Source: an optimization exercise on an open RTL-to-GDS flow (aim: a short achievable clock period and few clock cycles per item). Production flows keep margins and buffers that such runs may drop. The RTL was checked by simulation tests, not by an equivalence proof against the original design. Power is estimated from default activity; no workload was simulated.

lane 1:
// lru_key_value_cache_top
module lru_key_value_cache_top
#(
    parameter int ENTRIES = lkvc_pkg::ENTRIES_DEF
)
(
    input  logic               clk,
    input  logic               rst_n,
    input  logic               cfg_valid,
    output logic               cfg_ready,
    input  logic [4:0]         cfg_data,
    input  logic               in_valid,
    output logic               in_ready,
    input  logic               req_type,
    input  logic signed [31:0] key,
    input  logic signed [31:0] value,
    output logic               out_valid,
    input  logic               out_ready,
    output logic               hit,
    output logic signed [31:0] read_value,
    output logic               evicted,
    output logic signed [31:0] evicted_key
);
==> module lkvc_rsp_reg, before the edit <==
module lkvc_rsp_reg
(
    input  logic        clk,
    input  logic        rst_n,
    input  logic        push,
    input  logic        in_hit,
    input  logic        in_ev,
    input  logic        in_get,
    input  logic [31:0] in_data,
    input  logic        take,
    output logic        out_valid,
    output logic        valid_int,      
    output logic        hit,
    output logic [31:0] read_value,
    output logic        evicted,
    output logic [31:0] evicted_key
);
    localparam int D = lkvc_pkg::RSPQ_DEPTH;
    logic [34:0]  q_mem [D];
    logic [D-1:0] rp;
    logic [D-1:0] wp;
    logic [D-1:0] qth;       
    logic         load_head;
    logic         from_q;
    logic [34:0]  q_head;
    logic [34:0]  src;
    logic [D-1:0] qth_ld;
    logic [D-1:0] qth_hold;
    logic [D-1:0] wp_ld;
    logic [D-1:0] wp_hold;
    logic         head_empty;    
    logic [34:0]  hold;          
    logic         hold_hit_n;
    logic         hold_ev_n;
    assign load_head = head_empty || take;
    assign valid_int = !head_empty;
    assign from_q    = qth[0];
    always_comb
    begin
        q_head = '0;
        for (int i = 0; i < D; i++)
        begin
            q_head = q_head | (q_mem[i] & {35{rp[i]}});
        end
    end
    assign src = from_q ? q_head : {in_hit, in_ev, in_get, in_data};
    assign qth_ld   = (from_q && !push) ? {1'b0, qth[D-1:1]} : qth;
    assign qth_hold = push ? {qth[D-2:0], 1'b1} : qth;
    assign wp_ld    = (from_q && push) ? {wp[D-2:0], wp[D-1]} : wp;
    assign wp_hold  = push ? {wp[D-2:0], wp[D-1]} : wp;
    always_ff @(posedge clk)
    begin
        for (int i = 0; i < D; i++)
        begin
            if (push && wp[i])
            begin
                q_mem[i] <= {in_hit, in_ev, in_get, in_data};
            end
        end
    end
    always_ff @(posedge clk or negedge rst_n)
    begin
        if (!rst_n)
        begin
            rp         <= D'(1);
            wp         <= D'(1);
            qth        <= '0;
            out_valid  <= 1'b0;
            head_empty <= 1'b1;
        end
        else
        begin
            if (load_head)
            begin
                rp        <= from_q ? {rp[D-2:0], rp[D-1]} : rp;
                wp        <= wp_ld;
                qth       <= qth_ld;
                out_valid  <= from_q || push;
                head_empty <= !(from_q || push);
            end
            else
            begin
                wp        <= wp_hold;
                qth       <= qth_hold;
            end
        end
    end
    always_ff @(posedge clk)
    begin
        if (load_head)
        begin
            hold       <= src;
            hold_hit_n <= !src[34];
            hold_ev_n  <= !src[33];
        end
    end
    always_ff @(posedge clk)
    begin
        if (load_head)
        begin
            hit         <= src[34];
            evicted     <= src[33];
            read_value  <= src[32] ? src[31:0] : 32'd0;
            evicted_key <= src[32] ? 32'd0 : src[31:0];
        end
        else
        begin
            hit         <= !hold_hit_n;
            evicted     <= !hold_ev_n;
            read_value  <= hold[32] ? hold[31:0] : 32'd0;
            evicted_key <= hold[32] ? 32'd0 : hold[31:0];
        end
    end
endmodule
==> module lru_key_value_cache_top, before the edit <==
module lru_key_value_cache_top
#(
    parameter int ENTRIES = lkvc_pkg::ENTRIES_DEF
)
(
    input  logic               clk,
    input  logic               rst_n,
    input  logic               cfg_valid,
    output logic               cfg_ready,
    input  logic [4:0]         cfg_data,
    input  logic               in_valid,
    output logic               in_ready,
    input  logic               req_type,
    input  logic signed [31:0] key,
    input  logic signed [31:0] value,
    output logic               out_valid,
    input  logic               out_ready,
    output logic               hit,
    output logic signed [31:0] read_value,
    output logic               evicted,
    output logic signed [31:0] evicted_key
);
    localparam int MAXOUT = lkvc_pkg::RSPQ_DEPTH + 1;
    logic              in_xfer;
    logic              out_xfer;
    logic [MAXOUT-1:0] oth;          
    logic [MAXOUT-1:0] oth_up;
    logic [MAXOUT-1:0] oth_dn;
    logic              in_ready_q;
    logic              out_valid_int;
    logic          a_valid;
    logic          a_type;
    logic [31:0]   a_key;
    logic [31:0]   a_val;
    logic          r_valid;
    logic          res_hit;
    logic          res_ev;
    logic          res_get;
    logic [31:0]   res_data;
    logic [31:0]   rv_u;
    logic [31:0]   ek_u;
    assign cfg_ready = 1'b1;
    assign in_ready  = in_ready_q;
    assign in_xfer   = in_valid && in_ready_q;
    assign out_xfer  = out_valid_int && out_ready;
    assign oth_up = {oth[MAXOUT-2:0], 1'b1};
    assign oth_dn = {1'b0, oth[MAXOUT-1:1]};
    always_ff @(posedge clk or negedge rst_n)
    begin
        if (!rst_n)
        begin
            oth <= '0;
        end
        else
        begin
            if (in_xfer && !out_xfer)
            begin
                oth <= oth_up;
            end
            else if (out_xfer && !in_xfer)
            begin
                oth <= oth_dn;
            end
        end
    end
    always_ff @(posedge clk)
    begin
        if (in_xfer)
        begin
            in_ready_q <= out_xfer ? !oth[MAXOUT-1] : !oth[MAXOUT-2];
        end
        else
        begin
            in_ready_q <= out_xfer || !oth[MAXOUT-1];
        end
    end
    lkvc_req_reg u_req_reg (
        .clk      (clk),
        .rst_n    (rst_n),
        .load     (in_xfer),
        .req_type (req_type),
        .key      (key),
        .value    (value),
        .a_valid  (a_valid),
        .a_type   (a_type),
        .a_key    (a_key),
        .a_val    (a_val)
    );
    lkvc_store u_store (
        .clk      (clk),
        .rst_n    (rst_n),
        .cfg_we   (cfg_valid && cfg_ready),
        .cfg_data (cfg_data),
        .a_valid  (a_valid),
        .a_type   (a_type),
        .a_key    (a_key),
        .a_val    (a_val),
        .in_key   (key),
        .r_valid  (r_valid),
        .res_hit  (res_hit),
        .res_ev   (res_ev),
        .res_get  (res_get),
        .res_data (res_data)
    );
    lkvc_rsp_reg u_rsp_reg (
        .clk         (clk),
        .rst_n       (rst_n),
        .push        (r_valid),
        .in_hit      (res_hit),
        .in_ev       (res_ev),
        .in_get      (res_get),
        .in_data     (res_data),
        .take        (out_ready),
        .out_valid   (out_valid),
        .valid_int   (out_valid_int),
        .hit         (hit),
        .read_value  (rv_u),
        .evicted     (evicted),
        .evicted_key (ek_u)
    );
    assign read_value  = rv_u;
    assign evicted_key = ek_u;
endmodule
export LEC_CHECK = 0
export ABC_CLOCK_PERIOD_IN_PS = 2000
export CAP_MARGIN = 20
export CORE_MARGIN = 2
export CORE_UTILIZATION = 55
export CTS_CLUSTER_DIAMETER = 80
export CTS_CLUSTER_SIZE = 25
export SLEW_MARGIN = 20
create_clock -name core_clock -period 8.0 [get_ports {clk}]
standard.sh (not shown) runs the stock make flow with config.mk's settings and CLKGATE_MAP_FILE= SYNTH_SCRIPT=/design/flow/synth_recipe.tcl, a recipe that flattens the netlist after the stock synthesis.
==> flow/flow/run.sh <==
#!/bin/bash
set -euo pipefail
bash standard.sh SETUP_SLACK_MARGIN=5.6 finish > standard_make.log 2>&1
Testbench counts of lane 1, summed over its fixed seeds: cycles 12,032, items 12,000.
The following lists how lane 2 was set up differently from lane 1:
diff --git a/flow/design.v b/flow/design.v
--- a/flow/design.v
+++ b/flow/design.v
@@ -49,5 +49,4 @@
     input  logic        take,
     output logic        out_valid,
-    output logic        valid_int,      
     output logic        hit,
     output logic [31:0] read_value,
@@ -73,5 +72,4 @@
     logic         hold_ev_n;
     assign load_head = head_empty || take;
-    assign valid_int = !head_empty;
     assign from_q    = qth[0];
     always_comb
@@ -434,5 +432,4 @@
     logic [MAXOUT-1:0] oth_dn;
     logic              in_ready_q;
-    logic              out_valid_int;
     logic          a_valid;
     logic          a_type;
@@ -449,5 +446,5 @@
     assign in_ready  = in_ready_q;
     assign in_xfer   = in_valid && in_ready_q;
-    assign out_xfer  = out_valid_int && out_ready;
+    assign out_xfer  = out_valid && out_ready;
     assign oth_up = {oth[MAXOUT-2:0], 1'b1};
     assign oth_dn = {1'b0, oth[MAXOUT-1:1]};
@@ -519,5 +516,4 @@
         .take        (out_ready),
         .out_valid   (out_valid),
-        .valid_int   (out_valid_int),
         .hit         (hit),
         .read_value  (rv_u),
--- outcome ---
Lane 2 completed; timing, DRC and antenna clean. Going from lane 1 to lane 2, starting density of the core closely matched the old numbers; fraction of area in multi-input gates closely matched the old numbers; number of filler cells placed in the layout closely matched the old numbers; clock buffer instance count of the final layout decreased by 3 relative to the old numbers. On relative area change from synthesis to final layout, lane 2 and lane 1 are neck and neck. Re share of total power in the clock network: lane 1 was higher than lane 2. Status: synthesized instance count parity (lane 1, lane 2). Lane 2 ended with less minimum setup slack in the final design than lane 1.
Testbench counts of lane 2, summed over its fixed seeds: cycles 12,032, items 12,000.

==> afterwards: timing with drivers on the ports <==
No port has a modelled driver above. Below, the same layouts with a new extraction and two added sets of constraints. Step 1 (the two cells are an assumption about what drives the block):
set clk [get_ports {clk}]
set_driving_cell -lib_cell sky130_fd_sc_hd__clkbuf_16 $clk
set_driving_cell -lib_cell sky130_fd_sc_hd__buf_2 [delete_from_list [all_inputs] $clk]
Step 2, shift: input delay + t, output delay - t, t = (earliest + latest rising clock arrival at the registers) / 2. This alone moves slack from input paths to output paths. Slacks: no drivers / after step 1 / after step 2; pairs: no drivers / after step 1.
run | t, ns | slack for setup (ns) | hold slack, ns | latest minus earliest clock arrival (ns)
lane 1 | 0.797 | 5.167 / 5.085 / 4.680 | 0.325 / 0.325 / 0.325 | 0.051 / 0.051
lane 2 | 0.812 | 5.154 / 5.074 / 4.785 | 0.332 / 0.332 / 0.332 | 0.047 / 0.046
After both steps every run listed still meets setup and hold. For lane 1, which loses most, drivers alone change the setup slack by -0.082 ns; drivers and shift together by -0.487 ns.
